This design comes from an exercise in tuning for small area on the open sky130 flow, not from production work. Function was checked by simulation only, so behaviour that the tests miss may differ from the original. No activity file was given, so power comes from the tool's default toggle rates.

### flow/run.sh
#!/bin/bash
# synth_recipe.tcl (not shown) runs the flow's synth.tcl, then flattens the netlist and writes it again
# the make line also repeats each setting of config.mk as NAME=value (left out here)
make -C /OpenROAD-flow-scripts/flow DESIGN_CONFIG=/design/flow/config.mk WORK_HOME=/design/flow/orfs CLKGATE_MAP_FILE= SYNTH_SCRIPT=/design/flow/synth_recipe.tcl finish
### flow/config.mk
export PLATFORM = sky130hd
export DESIGN_NAME = dmem_mmio_responder
export DESIGN_NICKNAME = dmem_mmio_responder
export VERILOG_FILES = /design/flow/design.v
export SDC_FILE = /design/flow/constraint.sdc
export NUM_CORES = 4
export LEC_CHECK = 0
export CAP_MARGIN = 20
export CORE_MARGIN = 2
export CORE_UTILIZATION = 45
export PLACE_DENSITY = 0.6
export SLEW_MARGIN = 20
export SYNTH_HIERARCHICAL = 1
### flow/constraint.sdc
create_clock -name core_clock -period 10.0 [get_ports {clk}]
set_input_delay 2.0000 -clock core_clock [delete_from_list [all_inputs] [get_ports {clk}]]
set_output_delay 2.0000 -clock core_clock [all_outputs]
set_load 0.01 [all_outputs]
### flow/design.v
module dmm_wbit (
    input  logic q,
    input  logic h,
    input  logic wd,
    input  logic e,
    output logic d
);
    assign d = (q & h) | (wd & e);
endmodule
module dmm_rd3 (
    input  logic a0,
    input  logic s0,
    input  logic a1,
    input  logic s1,
    input  logic a2,
    input  logic s2,
    output logic y_n
);
    assign y_n = ~((a0 & s0) | (a1 & s1) | (a2 & s2));
endmodule
module dmem_mmio_responder (
    input  logic        clk,
    input  logic        rst,
    input  logic [15:0] addr,
    input  logic [15:0] wdata,
    input  logic        we,
    input  logic        re,
    output logic [15:0] rdata,
    output logic [15:0] tx_data,
    output logic        tx_valid,
    input  logic        tx_ready
);
    localparam int NW   = 256;
    localparam int NGRP = (NW + 2) / 3;    
    logic ram_rgn, io_blk, txd_sel, stat_sel, cyc_sel, none_sel;
    assign ram_rgn  = (addr[15:9] == 7'd0);
    assign io_blk   = (addr[15:3] == 13'h1FE0);            
    assign txd_sel  = io_blk & (addr[2:1] == 2'd0);
    assign stat_sel = io_blk & (addr[2:1] == 2'd1);
    assign cyc_sel  = io_blk & (addr[2:1] == 2'd2);
    assign none_sel = !ram_rgn & !txd_sel & !stat_sel & !cyc_sel;
    logic [15:0] lo_dec, hi_dec;
    logic        we_ram;
    assign lo_dec = 16'd1 << addr[4:1];
    assign hi_dec = 16'd1 << addr[8:5];
    assign we_ram = we & ram_rgn;
    logic [15:0] mem_rd [NGRP*3];    
    logic        mem_sel [NGRP*3];   
    for (genvar w = 0; w < NW; w++) begin : g_w
        logic        sel, e, h;
        logic [15:0] q, d;
        assign sel = lo_dec[w % 16] & hi_dec[w / 16];
        assign e   = sel & we_ram;
        assign h   = !e;
        for (genvar b = 0; b < 16; b++) begin : g_b
            dmm_wbit u_wb (.q(q[b]), .h(h), .wd(wdata[b]), .e(e), .d(d[b]));
        end
        always_ff @(posedge clk) begin
            q <= d;
        end
        assign mem_rd[w]  = q;
        assign mem_sel[w] = sel;
    end
    for (genvar w = NW; w < NGRP*3; w++) begin : g_pad
        assign mem_rd[w]  = '0;
        assign mem_sel[w] = 1'b0;
    end
    logic [15:0] ram_word;
    for (genvar b = 0; b < 16; b++) begin : g_rb
        logic [NGRP-1:0] grp_n;
        for (genvar g = 0; g < NGRP; g++) begin : g_g
            if (3*g + 2 < NW) begin : g_full
                dmm_rd3 u_rd (
                    .a0(mem_rd[3*g][b]),   .s0(mem_sel[3*g]),
                    .a1(mem_rd[3*g+1][b]), .s1(mem_sel[3*g+1]),
                    .a2(mem_rd[3*g+2][b]), .s2(mem_sel[3*g+2]),
                    .y_n(grp_n[g])
                );
            end else begin : g_part
                assign grp_n[g] = !((mem_rd[3*g][b] & mem_sel[3*g]) |
                                    (mem_rd[3*g+1][b] & mem_sel[3*g+1]));
            end
        end
        assign ram_word[b] = !(&grp_n);
    end
    logic [15:0] buf_q [4];
    logic [1:0]  rd_ptr_q, wr_ptr_q;
    logic [2:0]  count_q;
    logic        full, empty, pop, push_req, push_ok;
    assign full     = count_q[2];
    assign empty    = (count_q == 3'd0);
    assign tx_valid = !empty;
    assign tx_data  = buf_q[rd_ptr_q];
    assign pop      = tx_valid & tx_ready;
    assign push_req = we & txd_sel;
    assign push_ok  = push_req & (!full | pop);
    for (genvar k = 0; k < 4; k++) begin : g_f
        logic        e, h;
        logic [15:0] d;
        assign e = push_ok & (wr_ptr_q == 2'(k));
        assign h = !e;
        for (genvar b = 0; b < 16; b++) begin : g_b
            dmm_wbit u_wb (.q(buf_q[k][b]), .h(h), .wd(wdata[b]), .e(e), .d(d[b]));
        end
        always_ff @(posedge clk) begin
            buf_q[k] <= d;
        end
    end
    logic        overflow_q, badaddr_q;
    logic [15:0] cyc_q;
    logic [15:0] stat_word;
    assign stat_word = {8'b0, 1'b0, count_q, badaddr_q, overflow_q, empty, full};
    always_ff @(posedge clk or posedge rst) begin
        if (rst) begin
            rd_ptr_q   <= '0;
            wr_ptr_q   <= '0;
            count_q    <= '0;
            overflow_q <= 1'b0;
            badaddr_q  <= 1'b0;
            cyc_q      <= '0;
        end else begin
            if (pop) rd_ptr_q <= rd_ptr_q + 2'd1;
            if (push_ok) wr_ptr_q <= wr_ptr_q + 2'd1;
            if (push_ok & !pop) count_q <= count_q + 3'd1;
            else if (pop & !push_ok) count_q <= count_q - 3'd1;
            overflow_q <= (push_req & !push_ok) |
                          (overflow_q & !(we & stat_sel & wdata[2]));
            badaddr_q  <= (none_sel & (we | re)) |
                          (badaddr_q & !(we & stat_sel & wdata[3]));
            cyc_q      <= (we & cyc_sel) ? wdata : cyc_q + 16'd1;
        end
    end
    always_comb begin
        rdata = '0;
        if (re) begin
            if (ram_rgn)       rdata = ram_word;
            else if (stat_sel) rdata = stat_word;
            else if (cyc_sel)  rdata = cyc_q;
        end
    end
endmodule
==> results.ini, run 1 <==
[drt]
drcViolationCount=0
drtAntennaViolNets=0
routed_wl_um=582000
wl_per_cell_um=34.4
routed_via_density=7.30
vias=123276
firstDrtPassIters=15
dr.first_iter.drc_count=23296

[job]
maxCapViolations=0

[power]
power_frac_clock=0.482
power_frac_comb=0.024
power.total_uw=33900
internal_power_uw=26300
p_seq_frac=0.494
p_leak_uw=0.0623
power.net_switching_uw=7560
cellPowerDensity_nw_per_um2=202
p_sw_frac=0.223
ir_worst_vdd_v=0.000153

[clocking]
post_cts.repair.setup_buffers=0
cts_made_buffers=423
cts.path.max_buffers=4
cts_root_buffer=clkbuf_16
cts.reportedPaths.clkPinSlew_ns=0.06
clk_latency_ns=0.98
ctsResizeCount=0
hold_buffers=0
cts_tree=done
cts_sinks=4185
h-tree-depth=5

[placement]
dp_slack_ns=0.246
placed_cell_area_sq_um=153000
gp_congestion=0.949
port-buffer-count=68
hpwlAfterDp_um=362000

[sta]
final.setup.worst_slack_ns=-0.159
post-route-period-util=1.02
rsz0062_at_grt=no
fmax_mhz=98.4
setup_viol=2
period_needed_ns=10.16
fin_skew_ns=0.0113
hold_viol=0
slew_headroom=0.132
slew_viol_final=0
worst_pin_slew_ns=1.29

[worst_setup_path]
crit_fanout=16
path_cells=clkdlybuf4s50_1 > buf_4 > nor2b_1 > nand2_2 > buf_4 > buf_4 > nor2_1 > buf_4 > a222oi_1 > buf_4 > nand4_1 > or4_1 > a2111oi_1 > buf_4 > a211oi_1 > clkdlybuf4s50_1
cp.arrival_ns=8.16
cp_num_buf_inv=8
start_kind=input pin
cp_top_family=buffers and inverters
crit_top_cell=buf_4
cp.required_ns=8.00
critPathSlowestCell=a2111oi_1
path_class=input pin to output port
end_kind=output port
slowest_delay_ns=1.04

[run_status]
status=failed layout checks
so_faults=setup timing

[layout]
nFillCells=26662
fin_area_sq_um=168000
utilization=0.533
fin_nets=12388
area_growth_pct=17.8
drive_above_1_share=0.121

[yosys]
syn_inst=11419
syn_area_sq_um=142000
synth-edff-count=0
synth_async_sr_flop_share=0.00597
yosysWarnings=13
yosysUniqueCellTypes=43
yosysTopAreaCellShare=0.584
synthTopCellsByArea=dfxtp_1 (58%), a22o_1 (26%), a222oi_1 (9.7%), nor2_1 (1.5%), nand4_1 (1.4%)
synthFlopType=dfxtp_1
synth-seq-area-share=0.589
yosys-top-cells-count=a22o_1 (4160), dfxtp_1 (4160), a222oi_1 (1376)
ys_seq_elements=4185
synth_nets=11467
yosysTopAreaCell=dfxtp_1
syn_area_per_cell_sq_um=12.5

[die]
io_pins=70
dieHeight_um=567
num_rows=206
core_area_sq_um=315000
fp.dieW_um=567
start_util=0.452
dieArea_sq_um=321000

[global_route]
grt_max_degree=133
grt_pass1_vias=116349
grt_usage=0.342
antenna_found_initial=54
overflow=0
grt_pass1_wl_um=832000

[min_path]
hold_path.class=flip-flop to flip-flop

==> sequential cells by signal, indices dropped and copies added, names as in the netlist <==
signal and count:
overflow_q 1, rd_ptr_q 2, badaddr_q 1, count_q 3
wr_ptr_q 2, cyc_q 16, buf_q 64, g_w.q 4096
==> through the flow <==
stage,TNS [ns],cells,hold slack (ns)
CTS,0,16841,0.485
floorplan,0,11419,0.451
global route,0,16875,0.493
finish,-0.162,16898,0.483
detailed placement,0,16073,0.470
global placement,0,16057,0.463
==> modules after synthesis, one instance, submodules excluded <==
module,cell area [sq um],copies in the design,cells,flops+latches
dmm_rd3,10.0,1360,1,0
dmm_wbit,8.76,4160,1,0
dmem_mmio_responder,92400,1,5899,4185
==> power groups by stage <==
stage               sequential, uW  combinational [uW]  clock [uW]
finish                       16700                 804       16300
global route                 16700                 808       17100
CTS                          16700                 779       16400
detailed placement           17100                 779           0
global placement             17100                 758           0
floorplan                    17100                 162           0
==> per-layer routing <==
metal	track usage	vias to the layer above	part of all wire
li1	-	51656	-
met1	0.461	62178	0.40
met2	0.499	8091	0.43
met3	0.0849	1313	0.11
met4	0.190	38	0.059
met5	0	-	0.00043
==> cell families (layout without fill, tap and decap cells) <==
| family | count (synthesis) | in the layout | synth area share |
|---|---|---|---|
| buffers and inverters | 183 | 1447 | 0.00515 |
| and+or+nand+nor | 1399 | 1399 | 0.0466 |
| muxes | 23 | 23 | 0.00168 |
| xor gates and xnor gates | 19 | 19 | 0.00117 |
| AOI/OAI and AO/OA | 5599 | 5599 | 0.356 |
| other | 0 | 55 | 0 |
| adders and majority gates | 11 | 11 | 0.00102 |
| DFF | 4185 | 4185 | 0.589 |
==> final timing paths <==
path	to	cells past startpoint	slack [ns]	start
max	rdata[0]	16	-0.16	addr[2]
min	g_w[190].q[15]	1	0.48	g_w[190].q[15]
max reg2reg	count_q[2]	9	7.02	count_q[2]
min reg2reg	g_w[190].q[15]	1	0.48	g_w[190].q[15]
max in group asynchronous	cyc_q[14]	3	8.20	rst
min in group asynchronous	rd_ptr_q[0]	3	1.42	rst
==> cell usage in the layout, fill, tap and decap left out, types with 55 or more instances in the layout <==
cell       count
nand4_1      328
clkbuf_1      82
a222oi_1    1376
nand2_1      293
nor2_2       175
clkinv_2      88
dfxtp_1     4160
nor2_1       371
clkbuf_16    435
a22o_1      4160
clkbuf_8     106
diode_2       55
buf_4        553
==> worst register-to-register path, delay by kind of cell, from the launching register on <==
| family | cells | cell delay [ns] |
|---|---|---|
| flip-flops | 1 | 0.46 |
| buffers and inverters | 2 | 0.41 |
| adder cells (fa/ha/maj) | 2 | 0.68 |
| AND/OR/NAND/NOR | 3 | 1.06 |
| XOR/XNOR | 2 | 0.30 |
==> final cells by class <==
type,count,area (sq um),share of cell area
Antenna cell,55,138,0.000820
Clock buffer,623,12700,0.0754
Clock inverter,145,1690,0.0101
Inverter,26,97.6,0.000582
Multi-Input combinational cell,7051,58700,0.350
Sequential cell,4185,83900,0.500
Tap cell,4160,5200,0.0310
Timing Repair Buffer,653,5450,0.0325
==> inputs of run 2 (changes only) <==
--- a/flow/design.v
+++ b/flow/design.v
@@ -17,6 +17,42 @@
     output logic y_n
 );
     assign y_n = ~((a0 & s0) | (a1 & s1) | (a2 & s2));
+endmodule
+module dmm_and2 (
+    input  logic a,
+    input  logic b,
+    output logic y
+);
+    assign y = a & b;
+endmodule
+module dmm_inv (
+    input  logic a,
+    output logic y
+);
+    assign y = ~a;
+endmodule
+module dmm_nand2 (
+    input  logic a,
+    input  logic b,
+    output logic y
+);
+    assign y = ~(a & b);
+endmodule
+module dmm_nor2 (
+    input  logic a,
+    input  logic b,
+    output logic y
+);
+    assign y = ~(a | b);
+endmodule
+module dmm_nand4 (
+    input  logic a,
+    input  logic b,
+    input  logic c,
+    input  logic d,
+    output logic y
+);
+    assign y = ~(a & b & c & d);
 endmodule
 module dmem_mmio_responder (
     input  logic        clk,
@@ -39,19 +75,20 @@
     assign stat_sel = io_blk & (addr[2:1] == 2'd1);
     assign cyc_sel  = io_blk & (addr[2:1] == 2'd2);
     assign none_sel = !ram_rgn & !txd_sel & !stat_sel & !cyc_sel;
-    logic [15:0] lo_dec, hi_dec;
+    logic [15:0] lo_dec, hi_dec, lo_we;
     logic        we_ram;
     assign lo_dec = 16'd1 << addr[4:1];
     assign hi_dec = 16'd1 << addr[8:5];
     assign we_ram = we & ram_rgn;
+    assign lo_we  = lo_dec & {16{we_ram}};
     logic [15:0] mem_rd [NGRP*3];    
     logic        mem_sel [NGRP*3];   
     for (genvar w = 0; w < NW; w++) begin : g_w
         logic        sel, e, h;
         logic [15:0] q, d;
-        assign sel = lo_dec[w % 16] & hi_dec[w / 16];
-        assign e   = sel & we_ram;
-        assign h   = !e;
+        dmm_and2  u_sel (.a(lo_dec[w % 16]), .b(hi_dec[w / 16]), .y(sel));
+        dmm_nand2 u_h   (.a(lo_we[w % 16]),  .b(hi_dec[w / 16]), .y(h));
+        dmm_inv   u_e   (.a(h), .y(e));
         for (genvar b = 0; b < 16; b++) begin : g_b
             dmm_wbit u_wb (.q(q[b]), .h(h), .wd(wdata[b]), .e(e), .d(d[b]));
         end
@@ -81,7 +118,36 @@
                                     (mem_rd[3*g+1][b] & mem_sel[3*g+1]));
             end
         end
-        assign ram_word[b] = !(&grp_n);
+        localparam int N1 = (NGRP + 3) / 4;      
+        localparam int N2 = (N1 + 1) / 2;        
+        localparam int N3 = (N2 + 3) / 4;        
+        logic [N1-1:0] l1;
+        logic [N2-1:0] l2;
+        logic [N3-1:0] l3;
+        for (genvar i = 0; i < N1; i++) begin : g_l1
+            if (4*i + 3 < NGRP) begin : g_full
+                dmm_nand4 u (.a(grp_n[4*i]), .b(grp_n[4*i+1]), .c(grp_n[4*i+2]),
+                             .d(grp_n[4*i+3]), .y(l1[i]));
+            end else begin : g_part
+                assign l1[i] = !(&grp_n[NGRP-1:4*i]);
+            end
+        end
+        for (genvar i = 0; i < N2; i++) begin : g_l2
+            if (2*i + 1 < N1) begin : g_full
+                dmm_nor2 u (.a(l1[2*i]), .b(l1[2*i+1]), .y(l2[i]));
+            end else begin : g_part
+                assign l2[i] = !l1[2*i];
+            end
+        end
+        for (genvar i = 0; i < N3; i++) begin : g_l3
+            if (4*i + 3 < N2) begin : g_full
+                dmm_nand4 u (.a(l2[4*i]), .b(l2[4*i+1]), .c(l2[4*i+2]), .d(l2[4*i+3]),
+                             .y(l3[i]));
+            end else begin : g_part
+                assign l3[i] = !(&l2[N2-1:4*i]);
+            end
+        end
+        assign ram_word[b] = |l3;
     end
     logic [15:0] buf_q [4];
     logic [1:0]  rd_ptr_q, wr_ptr_q;
==> flow/flow/run.sh (new file) <==
#!/bin/bash
# Layout flow: the standard ORFS flow (standard.sh, standard synthesis
# unchanged) with two layout options changed:
#  - port buffers use sky130_fd_sc_hd__buf_2 instead of the resizer's default
#    pick (a slow delay buffer), so every port is still buffered;
#  - clock tree synthesis does not add dummy loads.
# Every ORFS step writes its full log under orfs/logs/; make's own output goes
# to flow_make.log in the work folder.
set -euo pipefail
cd "$(dirname "$0")/.."

export BUFFER_PORTS_ARGS="-buffer_cell sky130_fd_sc_hd__buf_2"
export CTS_ARGS="-sink_clustering_enable -repair_clock_nets -sink_clustering_size 25 -sink_clustering_max_diameter 80 -dont_use_dummy_load"

bash standard.sh > flow_make.log 2>&1
==> flow/standard.sh (new file) <==
#!/bin/bash
# synth_recipe.tcl (not shown) runs the flow's synth.tcl, then flattens the netlist and writes it again
# the make line also repeats each setting of config.mk as NAME=value (left out here)
make -C /OpenROAD-flow-scripts/flow DESIGN_CONFIG=/design/flow/config.mk WORK_HOME=/design/flow/orfs CLKGATE_MAP_FILE= SYNTH_SCRIPT=/design/flow/synth_recipe.tcl "${@:-finish}"
--- a/flow/config.mk
+++ b/flow/config.mk
@@ -7,7 +7,10 @@
 export LEC_CHECK = 0
 export CAP_MARGIN = 20
 export CORE_MARGIN = 2
-export CORE_UTILIZATION = 45
-export PLACE_DENSITY = 0.6
+export CORE_UTILIZATION = 60
+export CTS_CLUSTER_DIAMETER = 80
+export CTS_CLUSTER_SIZE = 25
+export PLACE_DENSITY = 0.7
+export SETUP_SLACK_MARGIN = 0.2
 export SLEW_MARGIN = 20
 export SYNTH_HIERARCHICAL = 1
removed: flow/run.sh
==> results.ini, run 2 <==
[sta]
period_needed_ns=9.73  ; -0.426 ns
hold_ws_ns=0.490  ; +0.00637 ns
slew_headroom=0.182  ; +0.0499
hold_viol=0  ; unchanged
slew_viol_final=0  ; unchanged
worst_pin_slew_ns=1.23  ; -0.0642 ns
fin_skew_ns=0.0157  ; +0.00437 ns
rsz0062_at_grt=no
tns_ns=0  ; +0.162 ns
fmax_mhz=103  ; +4.4%
post-route-period-util=0.973  ; -0.0426
setup_viol=0  ; -2

[clocking]
ctsResizeCount=0  ; unchanged
cts_root_buffer=clkbuf_16
h-tree-depth=4  ; -1
hold_buffers=0  ; unchanged
cts_made_buffers=189  ; -55%
cts.path.max_buffers=3  ; -1
cts.reportedPaths.clkPinSlew_ns=0.06  ; about the same
cts_tree=done
cts_sinks=4185  ; unchanged
clk_latency_ns=0.87  ; -0.11 ns
post_cts.repair.setup_buffers=0  ; unchanged

[power]
p_seq_frac=0.645  ; +0.151
p_sw_frac=0.222  ; -0.00155
cellPowerDensity_nw_per_um2=169  ; -16%
ir_worst_vdd_v=0.000192  ; +25%
power.net_switching_uw=5750  ; -24%
power_frac_comb=0.027  ; +0.003
internal_power_uw=20200  ; -23%
p_leak_uw=0.0584  ; -6.2%
power_frac_clock=0.328  ; -0.154

[die]
dieHeight_um=492  ; -13%
fp.dieW_um=492  ; -13%
num_rows=179  ; -13%
dieArea_sq_um=242000  ; -25%
io_pins=70  ; unchanged
core_area_sq_um=237000  ; -25%
start_util=0.602  ; +0.149

[drt]
dr.first_iter.drc_count=22441  ; -3.7%
routed_via_density=7.99  ; +9.6%
wl_per_cell_um=34.3  ; -0.52%
routed_wl_um=514000  ; -12%
firstDrtPassIters=15  ; unchanged
drtAntennaViolNets=0  ; unchanged
drcViolationCount=0  ; unchanged
vias=119840  ; -2.8%

[worst_setup_path]
start_kind=input pin
crit_fanout=16  ; unchanged
end_kind=output port
cp.required_ns=8.00  ; about the same
rrSetupSlack_ns=7.75  ; +0.73 ns
path_class=input pin to output port
cp.arrival_ns=7.73  ; -0.43 ns

[yosys]
syn_area_sq_um=143000  ; +0.18%
yosysUniqueCellTypes=39  ; -9.3%
ys_seq_elements=4185  ; unchanged
yosys-top-cells-count=a22o_1 (4167), dfxtp_1 (4160), a222oi_1 (1376)
synth-seq-area-share=0.588  ; -0.00105
yosysTopAreaCellShare=0.583  ; -0.00105
synthMuxAreaShare=0.00285  ; +0.00117
yosysTopAreaCell=dfxtp_1
synth_nets=11434  ; -0.29%
synth_top_family_by_area=compound AO/OA/AOI/OAI gates
synthFlopType=dfxtp_1
synth_fa_ha_area_frac=0.00102  ; -0.00000182
synth-compound-area-share=0.353  ; -0.00239
synthTopCellsByArea=dfxtp_1 (58%), a22o_1 (26%), a222oi_1 (9.6%), nand4_1 (1.7%), and2_1 (1.1%)
yosysWarnings=13  ; unchanged
synth-xor-area-share=0.00117  ; -0.00000209
yosysMostFrequentCell=a22o_1
syn_inst=11386  ; -0.29%
synth_async_sr_flop_share=0.00597  ; unchanged
syn_area_per_cell_sq_um=12.5  ; +0.47%
synth-edff-count=0  ; unchanged
synthSimpleGateAreaFrac=0.0459  ; -0.000723

[placement]
gp_congestion=0.937  ; -1.3%
hpwlAfterDp_um=307000  ; -15%
placedCellCount=14715  ; -8.4%
port-buffer-count=68  ; unchanged

[global_route]
overflow=0  ; unchanged
grt_usage=0.399  ; +0.0570
grt_pass1_vias=109897  ; -5.5%
grt_max_degree=136  ; +2.3%
antenna_found_initial=43  ; -20%
grt_pass1_wl_um=742000  ; -11%

[layout]
nFillCells=18067  ; -32%
area_growth_pct=7.50
area.sequential_sq_um=83900  ; unchanged
utilization=0.647  ; +0.114
layout_commonest_cell=a22o_1
largest_reg_flops=4096  ; unchanged
mostFrequentLayoutCells=a22o_1 (4167), dfxtp_1 (4160), a222oi_1 (1376), nand4_1 (393), nand2_1 (313)
reg_top3=g_w.q x4096, buf_q x64, cyc_q x16
multiInputGateArea_sq_um=58000  ; -1.2%
fin_nets=11787  ; -4.9%
drive_above_1_share=0.0380  ; -0.0829
layout.cells.non_filler=14994  ; -11%
regMostFlops=g_w.q

[job]
maxCapViolations=0  ; unchanged

[min_path]
hold_path.class=flip-flop to flip-flop

[run_status]
status=no timing/DRC/antenna violations

run 2: cells by family after synthesis:
group / after synthesis
AO/OA/AOI/OAI: 5562
flip-flops: 4185
AND/OR/NAND/NOR: 1267
buffers and inverters: 307
multiplexers: 35
XOR/XNOR: 19
adder cells (fa/ha/maj): 11
run 2: cell type report:
type | instances | area share
clock buffer | 189 | 0.0308
multi-input combinational | 6894 | 0.378
tap | 3167 | 0.0258
sequential | 4185 | 0.547
antenna | 90 | 0.00147
inverter | 283 | 0.00692
timing repair buffer | 186 | 0.0104
run 2: metrics by stage:
stage / power, uW / worst slack, ns / area [sq um]
after detailed placement: 17800 / 0.859 / 148000
after floorplan: 17200 / 2.72 / 143000
after CTS: 25900 / 0.844 / 153000
after global routing: 26500 / 0.397 / 153000
final: 25900 / 0.267 / 153000
after global placement: 17800 / 0.999 / 148000
run 2: power by group through the flow:
| stage | Sequential, uW | Clock [uW] | Combinational, uW |
|---|---|---|---|
| 5_1_grt | 16700 | 9070 | 706 |
| 6_report | 16700 | 8500 | 702 |
| 2_1_floorplan | 17100 | 0 | 155 |
| 4_1_cts | 16700 | 8510 | 674 |
| 3_5_place_dp | 17100 | 0 | 674 |
| 3_3_place_gp | 17100 | 0 | 654 |
run 2: critical path, cell delays in order:
cell and delay, ns:
buf_2 0.24, nand2b_1 0.50, nor2_4 0.20, buf_16 0.22, buf_16 0.17, buf_4 0.15, and2_1 0.42, a222oi_1 0.80
nand4_1 0.26, nor2_1 0.53, nand4_1 0.66, nor2_1 0.73, nand4_1 0.29, a22oi_1 0.27, nor2b_1 0.10, buf_2 0.15
run 2: per-layer routing:
metal | up-vias | part of all wire | GRT usage
li1 | 49757 | - | -
met1 | 60171 | 0.39 | 0.560
met2 | 8665 | 0.43 | 0.572
met3 | 1231 | 0.13 | 0.0967
met4 | 16 | 0.052 | 0.201
met5 | - | 0.00021 | 0
run 2: path summary, 6_finish.rpt:
path | end | start | depth (start not counted)
worst max-delay path | rdata[0] | addr[2] | 16
worst min-delay path | g_w[181].q[10] | g_w[181].q[10] | 1
worst max register to register | count_q[2] | count_q[2] | 8
worst min register to register | g_w[181].q[10] | g_w[181].q[10] | 1
max in group asynchronous | cyc_q[1] | rst | 2
min in group asynchronous | rd_ptr_q[0] | rst | 2
run 2: modules after synthesis (local to each module, per instance):
module / copies in the design / cells inside / area [sq um]
dmm_and2: 256 / 1 / 6.26
dmm_inv: 256 / 1 / 3.75
dmm_nor2: 176 / 1 / 3.75
dmm_wbit: 4160 / 1 / 8.76
dmm_rd3: 1360 / 1 / 10.0
dmm_nand4: 368 / 1 / 6.26
dmm_nand2: 256 / 1 / 3.75
dmem_mmio_responder: 1 / 4554 / 86200

==> what the ideal ports hide <==
The results above use ideal ports. As a check the final layouts listed here were re-extracted and re-timed, cells and wires unchanged.
Step 1: set_driving_cell puts a clkbuf_16 on clk and a buf_2 on each other input, an assumption about the parent block.
Step 2 adds t to the input delays and takes it off the output delays; t is the mean of the earliest and latest rising clock arrival at the registers after step 1. Input paths then give back, and output paths get back, about the clock's delay inside the block.
Three values: ideal, step 1, step 2; two values: the first two.
| run | t, ns | slack for setup (ns) | worst slew at a driven data input, ns |
|---|---|---|---|
| run 1 | 1.071 | -0.159 / -0.192 / -0.192 | 0.21 |
| run 2 | 0.956 | 0.267 / 0.202 / 0.202 | 0.23 |
The setup slack of run 2, which loses most, moves by -0.065 ns with the drivers and by -0.065 ns with both steps.
